Context: an optimization exercise on an open-source flow, tuned for small area. The choices shown serve that exercise and are no tape-out recipe.
The RTL was checked by simulation tests, not by an equivalence proof against the original design.
Power figures rest on the tool's default switching activity, not on a simulated workload.

==> flow/design.v (excerpt) <==
module renameStage (
  input  logic                                        CLK,
  input  logic                                        RESET,
  input  logic                                        FREEZE,
  input  logic                                        decodeEmpty,
  output logic                                        decodePop,
  input  logic [4:0]                                  srcArch1,
  input  logic [4:0]                                  srcArch2,
  input  logic [4:0]                                  destArch,
  input  logic                                        regWrite,
  input  logic                                        link,
  input  logic                                        memRead,
  input  logic                                        memWrite,
  input  logic [63:0]                                 payload,
  input  logic                                        iqFull,
  input  logic                                        lsqFull,
  input  logic                                        robFull,
  input  logic [5:0]                                  robTail,
  output logic                                        iqPush,
  output logic                                        lsqPush,
  output logic                                        robPush,
  output logic [94:0]                                 issuePacket,
  input  logic                                        freeReq,
  input  logic [5:0]                                  freeTag,
  output logic                                        freeFull,
  input  logic                                        restoreReq,
  input  logic [191:0]                                restoreMap
);
Settings: LEC_CHECK=0, CAP_MARGIN=20, CORE_MARGIN=2, CORE_UTILIZATION=40, GPL_TIMING_DRIVEN=0, SLEW_MARGIN=20, SYNTH_HIERARCHICAL=1; clock period 4.0 ns.
standard.sh (not shown) runs the stock make flow with config.mk's settings and CLKGATE_MAP_FILE= SYNTH_SCRIPT=/design/flow/synth_recipe.tcl, a recipe that flattens the netlist after the stock synthesis.
==> flow/flow/run.sh <==
#!/bin/bash
# Standard ORFS layout (the standard.sh, standard synthesis
# unchanged) with buf_1 port buffers and a CTS without dummy loads
# built from clkbuf_4. Each tool's output goes to the ORFS logs;
# make's own output goes to standard.log.
export BUFFER_PORTS_ARGS="-buffer_cell sky130_fd_sc_hd__buf_1"
export CTS_ARGS="-sink_clustering_enable -repair_clock_nets -dont_use_dummy_load -buf_list sky130_fd_sc_hd__clkbuf_4"
bash standard.sh > standard.log 2>&1
The baseline completed with no timing, DRC or antenna violations.
Edit:
==> flow/flow/run.sh (replaced) <==
#!/bin/bash
# Standard ORFS layout (the standard.sh, standard synthesis
# unchanged) with buf_1 port buffers and a CTS without dummy loads
# and with larger sink clusters. Each tool's output goes to the
# ORFS logs; make's own output goes to standard.log.
export BUFFER_PORTS_ARGS="-buffer_cell sky130_fd_sc_hd__buf_1"
export CTS_ARGS="-sink_clustering_enable -repair_clock_nets -dont_use_dummy_load -sink_clustering_size 26 -sink_clustering_max_diameter 90"
bash standard.sh > standard.log 2>&1
--- a/flow/config.mk
+++ b/flow/config.mk
@@ -7,3 +7,3 @@
 export LEC_CHECK = 0
-export CAP_MARGIN = 20
+export CAP_MARGIN = 5
 export CORE_MARGIN = 2
@@ -11,3 +11,4 @@
 export GPL_TIMING_DRIVEN = 0
-export SLEW_MARGIN = 20
+export SETUP_SLACK_MARGIN = 0.1
+export SLEW_MARGIN = 5
 export SYNTH_HIERARCHICAL = 1
The new run produced a clean layout.
Synthesized cell count stays the same.
Via count goes down by 6.3%.
First-iteration DRC count goes down by about 3%.
Flip-flop and latch count stays the same.
Power goes down by 6.9%.
Sequential power is about the same.
Edit:
--- a/flow/config.mk
+++ b/flow/config.mk
@@ -7,3 +7,3 @@
 export LEC_CHECK = 0
-export CAP_MARGIN = 5
+export CAP_MARGIN = 20
 export CORE_MARGIN = 2
@@ -12,3 +12,3 @@
 export SETUP_SLACK_MARGIN = 0.1
-export SLEW_MARGIN = 5
+export SLEW_MARGIN = 20
 export SYNTH_HIERARCHICAL = 1
Effect: Synthesized cell count is unchanged. Via count increases by 0.74%. Total power is about the same. Synthesized area stays the same. Count of clock-buffer cells in the layout does not change.
Edit:
==> flow/flow/run.sh (replaced) <==
#!/bin/bash
# Standard ORFS layout with smaller port buffers and no CTS dummy loads.
cp standard.sh standard_sh_copy.log
export BUFFER_PORTS_ARGS="-buffer_cell sky130_fd_sc_hd__buf_1"
export CTS_ARGS="-sink_clustering_enable -repair_clock_nets -dont_use_dummy_load"
bash standard.sh > standard.log 2>&1
Non-clock buffer count is lower by 1.
Global-route usage increases by 0.35 points.
Setup slack got worse by 0.0035 ns.
Critical path depth rises by 2.
Synthesized cell count is unchanged.
Count of clock-buffer cells in the layout is higher by 39.
Maximum frequency hardly moves.
Core utilization rose by 1.5 points.
Combinational power is about the same.

afterwards: timing with drivers on the ports:
How much do the figures lean on ideal ports? The routed layouts below were timed once more, with nothing changed but the port constraints.
Step 1 (the two cells are an assumption about what drives the block):
set clk [get_ports {CLK}]
set_driving_cell -lib_cell sky130_fd_sc_hd__clkbuf_16 $clk
set_driving_cell -lib_cell sky130_fd_sc_hd__buf_2 [delete_from_list [all_inputs] $clk]
Step 2 also shifts input and output timing later by t, the mid clock arrival at the registers, as if the neighbouring blocks saw the same clock.
a / b / c = no drivers / after step 1 / after step 2; a / b = the first two.
run | shift t [ns] | slack for setup (ns) | worst slew at a driven data input, ns
the first run | 1.064 | 0.104 / 0.094 / 0.104 | 0.12
the second run | 0.609 | 0.201 / 0.201 / 0.201 | 0.12
the third run | 0.615 | 0.115 / 0.115 / 0.115 | 0.12
the fourth run | 0.649 | 0.111 / 0.111 / 0.111 | 0.11
After both steps setup and hold are still met in every run listed.
